What follows belongs to an exercise in optimizing a design on an open flow for small area, a short achievable clock period and few clock cycles per item; a production flow would make more cautious choices.
The RTL was checked by simulation tests, not by an equivalence proof against the original design.

## ray_sphere_nearest_hit_unit
module ray_sphere_nearest_hit_unit #(
    parameter int MAX_SPHERES  = 8,
    parameter int IMAGE_HEIGHT = 480
) (
    input  logic                                  clk,
    input  logic                                  rst_n,
    input  logic                                  in_valid,
    output logic                                  in_stall,
    input  logic [rsnh_pkg::IN_WORD_W-1:0]        in_word_bits,
    output logic                                  out_valid,
    input  logic                                  out_stall,
    output logic [rsnh_pkg::OUT_WORD_W-1:0]       out_word_bits,
    input  logic                                  cfg_we,
    input  logic [rsnh_pkg::CFG_INDEX_W-1:0]      cfg_index,
    input  logic [rsnh_pkg::CFG_DATA_W-1:0]       cfg_data
);
For scale: ~23000 cells after synthesis, roughly 4000 flip-flops.
make LEC_CHECK=0 CAP_MARGIN=20 CORE_MARGIN=2 CORE_UTILIZATION=55 SETUP_SLACK_MARGIN=3.0 SLEW_MARGIN=20 finish   # period 11.0 ns
run.sh (not shown) runs the stock make flow with config.mk's settings and CLKGATE_MAP_FILE= SYNTH_SCRIPT=/design/flow/synth_recipe.tcl, a recipe that flattens the netlist after the stock synthesis.
Testbench counts at the start, summed over its fixed seeds: cycles 16,465, pixels 4,096.
==> next run, changes <==
--- a/flow/design.v
+++ b/flow/design.v
@@ -56,81 +56,75 @@
     assign geom_rd  = geom_mem[geom_rd_addr];
     assign geom_rd1 = geom_mem[geom_rd_addr1];
     assign rgb_rd  = rgb_mem[rgb_rd_addr];
 endmodule
 `default_nettype wire
 `default_nettype none
 module rsnh_test_lane (
     input  logic               clk,
     input  logic signed [15:0] eye_x,
     input  logic signed [15:0] eye_y,
     input  logic signed [15:0] eye_z,
     input  logic [62:0]        geom,
-    input  logic [35:0]        c_in,
+    input  logic [35:0]        c_e3,
     input  logic signed [15:0] e1_dx,
     input  logic signed [15:0] e1_dy,
     input  logic signed [15:0] e1_dz,
     output logic [17:0]        root,
     output logic signed [19:0] h,
     output logic               neg
 );
     localparam int NSQ = 7;
     logic signed [16:0] e1_ox, e1_oy, e1_oz;
-    logic [35:0]        e1_c;
     always_ff @(posedge clk)
     begin
         e1_ox <= {eye_x[15], eye_x} - {geom[62], geom[62:47]};
         e1_oy <= {eye_y[15], eye_y} - {geom[46], geom[46:31]};
         e1_oz <= {eye_z[15], eye_z} - {geom[30], geom[30:15]};
-        e1_c  <= c_in;
     end
     logic [24:0][34:0]  dot_rows;
     logic [34:0]        dot_s, dot_c;
     logic [34:0]        e2_ds, e2_dc;
-    logic [35:0]        e2_c;
     logic signed [34:0] e2_dot;
     rsnh_dotrows u_dot (
         .a0(e1_dx), .a1(e1_dy), .a2(e1_dz),
         .b0(e1_ox), .b1(e1_oy), .b2(e1_oz),
         .rows(dot_rows)
     );
     rsnh_csa #(.N(25), .W(35)) u_dcs (.rows(dot_rows), .sum(dot_s), .carry(dot_c));
     always_ff @(posedge clk)
     begin
         e2_ds <= dot_s;
         e2_dc <= dot_c;
-        e2_c  <= e1_c;
     end
     assign e2_dot = e2_ds + e2_dc;
     logic signed [19:0] e3_h;
-    logic [35:0]        e3_c;
     logic signed [34:0] e2_dotr;
     assign e2_dotr = e2_dot + (e2_dot[34] ? 35'sd8191 : 35'sd8192);
     always_ff @(posedge clk)
     begin
         e3_h <= e2_dotr[33:14];
-        e3_c <= e2_c;
     end
     logic signed [38:0] e4_disc;
     logic signed [19:0] e4_h;
     logic [17:0]        h_mag;
     logic [19:0]        h_neg;
     logic [18:0][38:0]  h_rows;
     logic [38:0]        disc_s, disc_c;
     logic [38:0]        e4_ds, e4_dc;
     assign h_neg = 20'd0 - e3_h;
     assign h_mag = e3_h[19] ? h_neg[17:0] : e3_h[17:0];
     rsnh_sqrows #(.W(18), .AW(39)) u_hsq (.x(h_mag), .neg(1'b0), .rows(h_rows));
     rsnh_csa #(.N(21), .W(39)) u_hcs (
-        .rows ({h_rows, ~{{3{e3_c[35]}}, e3_c}, 39'd1}),
+        .rows ({h_rows, ~{{3{c_e3[35]}}, c_e3}, 39'd1}),
         .sum  (disc_s),
         .carry(disc_c)
     );
     always_ff @(posedge clk)
     begin
         e4_h  <= e3_h;
         e4_ds <= disc_s;
         e4_dc <= disc_c;
     end
     assign e4_disc = e4_ds + e4_dc;
     logic [NSQ-1:0]       sq_neg;
     logic [NSQ-1:0][19:0] sq_h;
@@ -561,34 +555,31 @@
     always_ff @(posedge clk)
     begin
         if (!s0_v)
             s0_w <= in_word_bits;
     end
     logic [62:0] geom_rd;
     logic [23:0] rgb_rd;
     logic [2:0]  i_k;
     logic [2:0]  rgb_addr;
     logic [2:0]  cj_e;
     logic        c_we;
     logic [35:0] a_acc;
-    logic [35:0] c_rd, c_rd1;
     logic [62:0] geom_rd1;
     logic [35:0] c_mem [8];
     always_ff @(posedge clk)
     begin
         if (c_we)
             c_mem[cj_e] <= a_acc;
     end
-    assign c_rd  = c_mem[{i_k[1:0], 1'b0}];
-    assign c_rd1 = c_mem[{i_k[1:0], 1'b1}];
     rsnh_sphere_mem #(.DEPTH(8), .ADDR_W(3)) u_mem (
         .clk          (clk),
         .wr_en        (wr_en),
         .wr_addr      (s0_w[108:106]),
         .wr_geom      (s0_w[105:43]),
         .wr_rgb       (s0_w[42:19]),
         .geom_rd_addr (cj_busy ? cj_e : {i_k[1:0], 1'b0}),
         .geom_rd      (geom_rd),
         .geom_rd_addr1({i_k[1:0], 1'b1}),
         .geom_rd1     (geom_rd1),
         .rgb_rd_addr  (rgb_addr),
         .rgb_rd       (rgb_rd)
@@ -994,31 +985,31 @@
             tp <= '0;
         else
             tp <= {tp[NT-2:0], tag_in};
     end
     always_ff @(posedge clk)
     begin
         e1_dx <= i_dx;
         e1_dy <= i_dy;
         e1_dz <= i_dz;
     end
     rsnh_test_lane u_t0 (
         .clk(clk), .eye_x(eye_x), .eye_y(eye_y), .eye_z(eye_z),
-        .geom(geom_rd), .c_in(c_rd),
+        .geom(geom_rd), .c_e3(c_mem[{tp[2][2:1], 1'b0}]),
         .e1_dx(e1_dx), .e1_dy(e1_dy), .e1_dz(e1_dz),
         .root(l_root[0]), .h(l_h[0]), .neg(l_neg[0])
     );
     rsnh_test_lane u_t1 (
         .clk(clk), .eye_x(eye_x), .eye_y(eye_y), .eye_z(eye_z),
-        .geom(geom_rd1), .c_in(c_rd1),
+        .geom(geom_rd1), .c_e3(c_mem[{tp[2][2:1], 1'b1}]),
         .e1_dx(e1_dx), .e1_dy(e1_dy), .e1_dz(e1_dz),
         .root(l_root[1]), .h(l_h[1]), .neg(l_neg[1])
     );
     logic               fv, flast, fnul, fshade, fv1;
     logic [1:0]         fj;
     logic [1:0][20:0]   t_near, t_far, t_sel;
     logic [1:0]         l_hit;
     logic               pick1;
     assign {fv, flast, fnul, fshade, fj, fv1} = tp[NT-1];
     for (genvar l = 0; l < 2; l++)
     begin : g_t
         assign t_near[l] = 21'd0 - {l_h[l][19], l_h[l]} - {3'b000, l_root[l]};
Result:
- The new run completed without violations
- final area decreases slightly
- final cell count decreases slightly
- worst setup slack is better by 120 ps
- core utilization decreases by 0.30 points
- sequential cell count decreases by 216
- first-iteration DRC count increases by a little under a tenth
- die area decreases slightly
- clock-buffer cell count decreases by 39
- hold slack is worse by 6.1 ps
- via count increases slightly
- clock skew decreases by 5.4 ps
- fmax increases slightly
Testbench counts after the change, summed over its fixed seeds: cycles 16,465, pixels 4,096.

[separate check: timing with driven ports]
No port has a modelled driver above. Below, the same layouts with a new extraction and two added sets of constraints.
Step 1, drivers: a clkbuf_16 drives clk and a buf_2 each remaining input, both assumed.
Step 2 adds t to the input delays and takes it off the output delays; t is the mean of the earliest and latest rising clock arrival at the registers after step 1. Input paths then give back, and output paths get back, about the clock's delay inside the block.
Slacks: ideal / step 1 / step 2; pairs: ideal / step 1.
run | t, ns | setup slack, ns | latest minus earliest clock arrival (ns) | worst data-port slew with drivers (ns)
the first run | 1.132 | 3.207 / 3.207 / 3.207 | 0.112 / 0.112 | 0.14
the second run | 1.123 | 3.322 / 3.322 / 3.322 | 0.110 / 0.111 | 0.16
After both steps setup and hold are still met in every run listed.
